Background: an optimization exercise with open tools, aiming at small area, a short achievable clock period and few clock cycles per item. Do not read the settings as production practice.
In this exercise RTL edits were held to simulation tests only and were not proved equivalent to the original.
Power is estimated from default activity; no workload was simulated.

==> flow/design.v <==
`timescale 1ns / 1ps
package tcpqs_pkg;
    localparam int NUM_CLASSES = 3;
    localparam int ID_W        = 37;
    localparam int TOTAL_W     = 16;
    localparam int UPR_W       = 4;
    localparam logic [0:0] REQ_ENQUEUE = 1'b0;
    localparam logic [0:0] REQ_SERVE   = 1'b1;
    localparam logic [1:0] CLASS_EMERGENCY = 2'd0;
    localparam logic [1:0] CLASS_URGENT    = 2'd1;
    localparam logic [1:0] CLASS_REGULAR   = 2'd2;
    localparam logic [1:0] CLASS_INVALID   = 2'd3;
    localparam logic [2:0] STATUS_ENQUEUED = 3'd0;
    localparam logic [2:0] STATUS_SERVED   = 3'd1;
    localparam logic [2:0] STATUS_EMPTY    = 3'd2;
    localparam logic [2:0] STATUS_FULL     = 3'd3;
    localparam logic [2:0] STATUS_INVALID  = 3'd4;
    localparam logic [TOTAL_W-1:0] COUNT_MAX = 16'hFFFF;
    localparam logic [UPR_W-1:0]   UPR_RESET = 4'd3;
    typedef struct packed {
        logic [0:0]      req_type;
        logic [1:0]      client_class;
        logic [ID_W-1:0] client_id;
    } in_item_t;
    typedef struct packed {
        logic [2:0]         status;
        logic [1:0]         served_class;
        logic [ID_W-1:0]    served_id;
        logic [TOTAL_W-1:0] served_emergency;
        logic [TOTAL_W-1:0] served_urgent;
        logic [TOTAL_W-1:0] served_regular;
    } out_item_t;
    typedef enum logic [1:0] {
        ST_IDLE,
        ST_EXEC,
        ST_DONE
    } state_t;
    typedef struct packed {
        logic capture;
        logic execute;
        logic load;
    } cmd_t;
endpackage
`timescale 1ns / 1ps
module tcpqs_ctrl
(
    input  logic               clk,
    input  logic               rst_n,
    input  logic               in_valid,
    output logic               in_ready,
    output logic               out_valid,
    input  logic               out_ready,
    output tcpqs_pkg::cmd_t    cmd
);
    tcpqs_pkg::state_t state_reg;
    tcpqs_pkg::state_t state_next;
    logic              out_valid_reg;
    logic              out_valid_next;
    logic              out_free;
    assign out_free  = !out_valid_reg || out_ready;
    assign out_valid = out_valid_reg;
    always_comb
    begin
        state_next = state_reg;
        unique case (state_reg)
            tcpqs_pkg::ST_IDLE:
            begin
                if (in_valid)
                begin
                    state_next = tcpqs_pkg::ST_EXEC;
                end
            end
            tcpqs_pkg::ST_EXEC:
            begin
                state_next = tcpqs_pkg::ST_DONE;
            end
            tcpqs_pkg::ST_DONE:
            begin
                if (out_free)
                begin
                    state_next = in_valid ? tcpqs_pkg::ST_EXEC : tcpqs_pkg::ST_IDLE;
                end
            end
            default:
            begin
                state_next = tcpqs_pkg::ST_IDLE;
            end
        endcase
    end
    always_comb
    begin
        in_ready    = (state_reg == tcpqs_pkg::ST_IDLE)
                   || ((state_reg == tcpqs_pkg::ST_DONE) && out_free);
        cmd.capture = in_valid && in_ready;
        cmd.execute = (state_reg == tcpqs_pkg::ST_EXEC);
        cmd.load    = (state_reg == tcpqs_pkg::ST_DONE) && out_free;
        if (cmd.load)
        begin
            out_valid_next = 1'b1;
        end
        else if (out_ready)
        begin
            out_valid_next = 1'b0;
        end
        else
        begin
            out_valid_next = out_valid_reg;
        end
    end
    always_ff @(posedge clk or negedge rst_n)
    begin
        if (!rst_n)
        begin
            state_reg     <= tcpqs_pkg::ST_IDLE;
            out_valid_reg <= 1'b0;
        end
        else
        begin
            state_reg     <= state_next;
            out_valid_reg <= out_valid_next;
        end
    end
endmodule
`timescale 1ns / 1ps
module tcpqs_dp #(
    parameter int QUEUE_DEPTH = 16
)
(
    input  logic                            clk,
    input  logic                            rst_n,
    input  tcpqs_pkg::cmd_t                 cmd,
    input  tcpqs_pkg::in_item_t             in_item,
    input  logic                            cfg_wr_en,
    input  logic [tcpqs_pkg::UPR_W-1:0]     cfg_wr_data,
    output tcpqs_pkg::out_item_t            out_item
);
    localparam int PTR_W   = $clog2(QUEUE_DEPTH);
    localparam int CNT_W   = $clog2(QUEUE_DEPTH + 1);
    localparam int MEM_D   = tcpqs_pkg::NUM_CLASSES * QUEUE_DEPTH;
    localparam int ADDR_W  = $clog2(MEM_D);
    localparam int NC      = tcpqs_pkg::NUM_CLASSES;
    localparam int TW      = tcpqs_pkg::TOTAL_W;
    logic [tcpqs_pkg::ID_W-1:0] mem [MEM_D];
    tcpqs_pkg::in_item_t        in_reg;
    tcpqs_pkg::out_item_t       out_item_reg;
    logic [NC-1:0][PTR_W-1:0]    rd_ptr_reg;
    logic [NC-1:0][PTR_W-1:0]    rd_ptr_next;
    logic [NC-1:0][PTR_W-1:0]    wr_ptr_reg;
    logic [NC-1:0][PTR_W-1:0]    wr_ptr_next;
    logic [NC-1:0][CNT_W-1:0]    count_reg;
    logic [NC-1:0][CNT_W-1:0]    count_next;
    logic [NC-1:0][TW-1:0]       total_reg;
    logic [NC-1:0][TW-1:0]       total_next;
    logic [tcpqs_pkg::UPR_W-1:0] streak_reg;
    logic [tcpqs_pkg::UPR_W-1:0] streak_next;
    logic [tcpqs_pkg::UPR_W-1:0] upr_reg;
    logic [2:0]                 res_status_reg;
    logic [2:0]                 res_status_next;
    logic [1:0]                 res_class_reg;
    logic [1:0]                 res_class_next;
    logic                       res_served_reg;
    logic                       res_served_next;
    logic [tcpqs_pkg::ID_W-1:0] rd_data_reg;
    logic                       wr_en;
    logic                       rd_en;
    logic [ADDR_W-1:0]          wr_addr;
    logic [ADDR_W-1:0]          rd_addr;
    logic [1:0]                 cls;
    logic [1:0]                 pick;
    logic                       all_empty;
    function automatic logic [PTR_W-1:0] ptr_inc(input logic [PTR_W-1:0] p);
        ptr_inc = (p == PTR_W'(QUEUE_DEPTH - 1)) ? '0 : p + PTR_W'(1);
    endfunction
    function automatic logic [ADDR_W-1:0] mem_addr(input logic [1:0] c,
                                                   input logic [PTR_W-1:0] p);
        mem_addr = ADDR_W'(c) * ADDR_W'(QUEUE_DEPTH) + ADDR_W'(p);
    endfunction
    assign cls       = in_reg.client_class;
    assign all_empty = (count_reg[tcpqs_pkg::CLASS_EMERGENCY] == '0)
                    && (count_reg[tcpqs_pkg::CLASS_URGENT] == '0)
                    && (count_reg[tcpqs_pkg::CLASS_REGULAR] == '0);
    assign out_item  = out_item_reg;
    always_comb
    begin
        rd_ptr_next     = rd_ptr_reg;
        wr_ptr_next     = wr_ptr_reg;
        count_next      = count_reg;
        total_next      = total_reg;
        streak_next     = streak_reg;
        res_status_next = res_status_reg;
        res_class_next  = res_class_reg;
        res_served_next = res_served_reg;
        wr_en           = 1'b0;
        rd_en           = 1'b0;
        wr_addr         = '0;
        rd_addr         = '0;
        pick            = tcpqs_pkg::CLASS_EMERGENCY;
        if (cmd.execute)
        begin
            res_class_next  = tcpqs_pkg::CLASS_EMERGENCY;
            res_served_next = 1'b0;
            if (in_reg.req_type == tcpqs_pkg::REQ_ENQUEUE)
            begin
                priority if (cls == tcpqs_pkg::CLASS_INVALID)
                begin
                    res_status_next = tcpqs_pkg::STATUS_INVALID;
                end
                else if (count_reg[cls] == CNT_W'(QUEUE_DEPTH))
                begin
                    res_status_next = tcpqs_pkg::STATUS_FULL;
                end
                else
                begin
                    wr_en            = 1'b1;
                    wr_addr          = mem_addr(cls, wr_ptr_reg[cls]);
                    wr_ptr_next[cls] = ptr_inc(wr_ptr_reg[cls]);
                    count_next[cls]  = count_reg[cls] + CNT_W'(1);
                    res_status_next  = tcpqs_pkg::STATUS_ENQUEUED;
                end
            end
            else if (all_empty)
            begin
                res_status_next = tcpqs_pkg::STATUS_EMPTY;
            end
            else
            begin
                priority if (count_reg[tcpqs_pkg::CLASS_EMERGENCY] != '0)
                begin
                    pick = tcpqs_pkg::CLASS_EMERGENCY;
                end
                else if (count_reg[tcpqs_pkg::CLASS_URGENT] != '0)
                begin
                    priority if (streak_reg < upr_reg)
                    begin
                        pick        = tcpqs_pkg::CLASS_URGENT;
                        streak_next = streak_reg + 4'd1;
                    end
                    else if (count_reg[tcpqs_pkg::CLASS_REGULAR] != '0)
                    begin
                        pick        = tcpqs_pkg::CLASS_REGULAR;
                        streak_next = '0;
                    end
                    else
                    begin
                        pick = tcpqs_pkg::CLASS_URGENT;
                    end
                end
                else
                begin
                    pick        = tcpqs_pkg::CLASS_REGULAR;
                    streak_next = '0;
                end
                res_status_next   = tcpqs_pkg::STATUS_SERVED;
                res_class_next    = pick;
                res_served_next   = 1'b1;
                rd_en             = 1'b1;
                rd_addr           = mem_addr(pick, rd_ptr_reg[pick]);
                rd_ptr_next[pick] = ptr_inc(rd_ptr_reg[pick]);
                count_next[pick]  = count_reg[pick] - CNT_W'(1);
                if (total_reg[pick] != tcpqs_pkg::COUNT_MAX)
                begin
                    total_next[pick] = total_reg[pick] + TW'(1);
                end
            end
        end
    end
    always_ff @(posedge clk)
    begin
        if (wr_en)
        begin
            mem[wr_addr] <= in_reg.client_id;
        end
        if (rd_en)
        begin
            rd_data_reg <= mem[rd_addr];
        end
    end
    always_ff @(posedge clk)
    begin
        if (cmd.capture)
        begin
            in_reg <= in_item;
        end
    end
    always_ff @(posedge clk or negedge rst_n)
    begin
        if (!rst_n)
        begin
            for (int i = 0; i < NC; i++)
            begin
                rd_ptr_reg[i] <= '0;
                wr_ptr_reg[i] <= '0;
                count_reg[i]  <= '0;
                total_reg[i]  <= '0;
            end
            streak_reg     <= '0;
            upr_reg        <= tcpqs_pkg::UPR_RESET;
            res_status_reg <= tcpqs_pkg::STATUS_ENQUEUED;
            res_class_reg  <= tcpqs_pkg::CLASS_EMERGENCY;
            res_served_reg <= 1'b0;
            out_item_reg   <= '0;
        end
        else
        begin
            rd_ptr_reg     <= rd_ptr_next;
            wr_ptr_reg     <= wr_ptr_next;
            count_reg      <= count_next;
            total_reg      <= total_next;
            streak_reg     <= streak_next;
            res_status_reg <= res_status_next;
            res_class_reg  <= res_class_next;
            res_served_reg <= res_served_next;
            if (cfg_wr_en)
            begin
                upr_reg <= cfg_wr_data;
            end
            if (cmd.load)
            begin
                out_item_reg.status           <= res_status_reg;
                out_item_reg.served_class     <= res_class_reg;
                out_item_reg.served_id        <= res_served_reg ? rd_data_reg : '0;
                out_item_reg.served_emergency <= total_reg[tcpqs_pkg::CLASS_EMERGENCY];
                out_item_reg.served_urgent    <= total_reg[tcpqs_pkg::CLASS_URGENT];
                out_item_reg.served_regular   <= total_reg[tcpqs_pkg::CLASS_REGULAR];
            end
        end
    end
endmodule
`timescale 1ns / 1ps
module three_class_priority_queue_scheduler #(
    parameter int QUEUE_DEPTH = 16
)
(
    input  logic                          clk,
    input  logic                          rst_n,
    input  logic                          in_valid,
    output logic                          in_ready,
    input  logic [39:0]                   in_item,
    output logic                          out_valid,
    input  logic                          out_ready,
    output logic [89:0]                   out_item,
    input  logic                          cfg_wr_en,
    input  logic [tcpqs_pkg::UPR_W-1:0]   cfg_wr_data
);
    tcpqs_pkg::cmd_t      cmd;
    tcpqs_pkg::in_item_t  in_item_s;
    tcpqs_pkg::out_item_t out_item_s;
    assign in_item_s = tcpqs_pkg::in_item_t'(in_item);
    assign out_item  = out_item_s;
    tcpqs_ctrl u_ctrl
    (
        .clk       (clk),
        .rst_n     (rst_n),
        .in_valid  (in_valid),
        .in_ready  (in_ready),
        .out_valid (out_valid),
        .out_ready (out_ready),
        .cmd       (cmd)
    );
    tcpqs_dp #(
        .QUEUE_DEPTH (QUEUE_DEPTH)
    ) u_dp
    (
        .clk         (clk),
        .rst_n       (rst_n),
        .cmd         (cmd),
        .in_item     (in_item_s),
        .cfg_wr_en   (cfg_wr_en),
        .cfg_wr_data (cfg_wr_data),
        .out_item    (out_item_s)
    );
endmodule
==> flow/run.sh <==
#!/bin/bash
# synth_recipe.tcl (not shown) runs the flow's synth.tcl, then flattens the netlist and writes it again
# the make line also repeats each setting of config.mk as NAME=value (left out here)
make -C /OpenROAD-flow-scripts/flow DESIGN_CONFIG=/design/flow/config.mk WORK_HOME=/design/flow/orfs CLKGATE_MAP_FILE= SYNTH_SCRIPT=/design/flow/synth_recipe.tcl finish
==> flow/config.mk <==
export PLATFORM = sky130hd
export DESIGN_NAME = three_class_priority_queue_scheduler
export DESIGN_NICKNAME = three_class_priority_queue_scheduler
export VERILOG_FILES = /design/flow/design.v
export SDC_FILE = /design/flow/constraint.sdc
export NUM_CORES = 4
export LEC_CHECK = 0
export CAP_MARGIN = 20
export CORE_MARGIN = 2
export CORE_UTILIZATION = 40
export PLACE_DENSITY = 0.6
export SLEW_MARGIN = 20
==> flow/constraint.sdc <==
create_clock -name core_clock -period 6.5 [get_ports {clk}]
set_input_delay 1.3000 -clock core_clock [delete_from_list [all_inputs] [get_ports {clk}]]
set_output_delay 1.3000 -clock core_clock [all_outputs]
set_load 0.01 [all_outputs]
==> impl_metrics.csv <==
group,metric,value,unit
layout,final_common_cell,"edfxtp_1",
die,die-area,203000,um2
pwr,p_clk_share,35.5,%
sta,fin_tns_setup,0,ns
setup_path,reg2reg_slack,0.81,ns
global_route,grt_overflow_total,0,
layout,final_cell_mix,"edfxtp_1, nand2_1, a21oi_1",
global_route,grt_usage,23.6,%
setup_path,crit_top_cell,"buf_4",
clock_network,post-cts-setup-buffers,0,
yosys,synthCells,5266,
clock_network,clk_path_buf_depth,3,
yosys,ys_ff_latch,2047,
sta,fin_worst_skew,0.0208,ns
clock_network,clock_latency,0.84,ns
placement,hpwlAfterDp,141,mm
layout,largest_reg_flops,1776,
pwr,internal_power,22.4,mW
yosys,synthAdderAreaFrac,0.267,%
die,start_util,40.3,%
yosys,synth_top_family_by_area,"compound AO/OA/AOI/OAI gates",
yosys,synth_mux_area_share,2.51,%
layout,fin_cells,8291,
sta,worstMarginPinSlew,1.08,ns
placement,post-place-cells,7923,
pwr,power,31.0,mW
drt,drcViolationCount,0,
die,boundaryPins,141,
sta,hold_ws,0.480,ns
drt,postRouteAntennaNets,0,
drt,routed_wl,245,mm
clock_network,root_buffer,"clkbuf_16",
die,dieWidth,450,um
clock_network,cts-buffers-inserted,199,
layout,fin_nets,5551,
layout,post-route-cell-area,91500,um2
setup_path,ff2ff_path_depth,13,
setup_path,path_max_fanout,43,
yosys,synth_flop_cell,"edfxtp_1",
placement,dpl_worst_slack,0.821,ns
setup_path,worstPathArrival,6.26,ns
pwr,p_sw,8.60,mW
die,die_h,450,um
pwr,netSwitchingFraction,27.7,%
sta,relSlewSlack,27.4,%
clock_network,post_cts_resized,0,
min_path,min_path_cells,2,
yosys,synth_edf_count,1853,
pwr,p_seq_share,48.3,%
yosys,yosysSeqAreaShare,76.0,%
layout,fin_util,46.4,%
sta,rsz0062_at_grt,"no",
min_path,hp-class,"register to register",
layout,drive_gt1_share,12.1,%
pwr,share_comb_of_total_power,16.1,%
drt,drt_pass1_iterations,7,
pwr,peakVddDrop,0.271,mV
global_route,grt_pass1_wl,349,mm
setup_path,slowest_delay,0.89,ns
setup_path,reg2reg_from,"u_dp.upr_reg[1]",
setup_path,cp-end-kind,"register",
min_path,min_from,"u_dp.out_item_reg[54]",
clock_network,clock_sinks,2047,
global_route,grt_pass1_vias,47900,
setup_path,worstPathRequired,7.07,ns
layout,fillers,17200,
pwr,p_leak,30.5,nW
run,max-cap-violations,0,
yosys,avgSynthCellArea,15.1,um2
setup_path,timing.rr.end,"u_dp.rd_data_reg[7]",
yosys,synth_xor_area_share,0.253,%
clock_network,clk_pin_slew,0.06,ns
yosys,yosysUniqueCellTypes,74,
setup_path,path_cells,"inv_1, ha_1, a2111o_1, and3_1, o211a_1, a21boi_4, nand2_4, buf_4, o221ai_1, a21oi_1, nor4_1, buf_4, a211oi_1",
clock_network,holdBufCountCts,0,
yosys,synth-simple-area-share,6.60,%
drt,avgRoutedWirePerCell,29.6,um
die,core,197000,um2
sta,fmax,176,MHz
sta,finalWorstSetupSlack,0.813,ns
placement,numPortBuffers,140,
global_route,grt_antenna_before_repair,15,
drt,via_count,50200,
setup_path,slowest_stage,"nor4_1",
clock_network,cts_tree,"yes",
layout,syn_to_final_growth,15.0,%
yosys,yosysTopAreaCell,"edfxtp_1",
status,status,"no timing/DRC/antenna violations",
sta,slew_violations,0,
clock_network,htree_levels,4,
sta,finalCriticalPeriod,5.69,ns
yosys,synth_compound_area_share,12.4,%
die,rows,163,
yosys,netlist.area_leader.share,69.9,%
sta,hold_viol,0,
setup_path,path_class,"register to register",
min_path,holdPathEnd,"u_dp.out_item_reg[54]",
sta,setup_violations,0,
yosys,yosysWarnings,2,
drt,vias_per_cell,6.05,
pwr,pwr_density_cell,339,nW/um2
sta,post-route-period-util,87.5,%
yosys,syn_area,79600,um2
drt,drtIter0Drc,6763,
yosys,synth.area.top_cells,"edfxtp_1, dfrtp_1, nand2_1",
setup_path,startpoint_type,"register",
yosys,synthArstFlopShare,9.48,%
yosys,synth_nets,5332,
placement,place.gp.congestion,0.861,
global_route,grt_max_degree,131,
placement,placed_cell_area,85400,um2
==> logic make-up (layout without fill, tap and decap cells) <==
kind of cell	count (synthesis)	count (layout)
flops	2047	2047
compound gates	1372	1372
simple gates	1254	1254
buf+inv	363	745
mux	190	190
xor+xnor	23	23
fa+ha+maj	17	17
other cells	0	3
==> worst max path at each step <==
stage | startpoint | endpoint | slack (ns)
3_3_place_gp | u_dp.upr_reg[1] | u_dp.rd_data_reg[8] | 0.83
4_1_cts | u_dp.upr_reg[1] | u_dp.rd_data_reg[8] | 0.80
5_1_grt | u_dp.upr_reg[1] | u_dp.rd_data_reg[14] | 0.52
6_report | u_dp.upr_reg[1] | u_dp.rd_data_reg[7] | 0.81
3_5_place_dp | u_dp.upr_reg[1] | u_dp.rd_data_reg[8] | 0.82
2_1_floorplan | u_dp.in_reg[38] | u_dp.mem[10][0] | 1.51
==> synth_stat cells, types with 18 or more instances <==
cell       number
nor4_1         35
mux2i_1       113
nor3_1         22
nand2_1       777
mux2_2         77
a211oi_1       53
a22o_1         68
a221oi_1      122
nand3_1       176
edfxtp_1     1853
a31oi_1        63
buf_1          29
o21ai_0        94
inv_1          19
o22ai_1        18
a21oi_1       393
o21a_1         76
a221o_1        36
buf_4          20
o221a_2        25
o221ai_1      142
a2111o_1       31
clkbuf_1      222
dfrtp_1       192
o2bb2ai_1      37
a22oi_1        92
a32oi_1        19
nor2_1        181
a2bb2oi_1      31
buf_2          67
==> power groups by stage <==
stage	sequential, mW	combinational (mW)	clock [mW]
floorplan	15.3	2.87	0
global placement	15.2	4.89	0
detailed placement	15.3	4.94	0
CTS	15.0	4.96	11.1
global route	15.0	5.34	11.7
finish	15.0	5.00	11.0
==> area by class of cell <==
type	count	area (um2)	area share [%]
inverter	22	100	0.109
multi-input combinational	2856	18100	19.7
antenna	3	7.51	0.00820
sequential	2047	60500	66.1
tap	2640	3300	3.61
timing repair buffer	359	3440	3.76
clock inverter	94	693	0.757
clock buffer	270	5410	5.91
==> worst max-delay path, delay by kind of cell, from the launching register on <==
kind / cells / cell delay, ns
AOI/OAI and AO/OA: 6 / 1.94
and+or+nand+nor: 3 / 1.88
buffers and inverters: 3 / 0.77
DFF: 1 / 0.52
adders and majority gates: 1 / 0.28
==> routing by layer <==
metal	vias up	GRT usage [%]	routed length, um
met5	-	0	118
met2	2773	36.9	113000
li1	21200	-	-
met1	25800	33.1	99700
met4	18	7.43	7910
met3	470	5.03	24800
Testbench counts, summed over its fixed seeds: cycles 32,016, items 16,000.

afterwards: timing with drivers on the ports:
How much do the figures lean on ideal ports? The routed layout below was timed once more, with nothing changed but the port constraints. Step 1, drivers: a clkbuf_16 drives clk and a buf_2 each remaining input, both assumed. Step 2 also shifts input and output timing later by t, the mid clock arrival at the registers, as if the neighbouring blocks saw the same clock. a / b / c = ideal / step 1 / step 2; a / b = the first two.
shift t [ns]: 0.911
slack for setup (ns): 0.813 / 0.813 / 0.813
pins driven straight from the clock port: 1
After both steps this run still meets setup and hold. For this run, drivers alone change the setup slack by 0.000 ns; drivers and shift together by 0.000 ns.
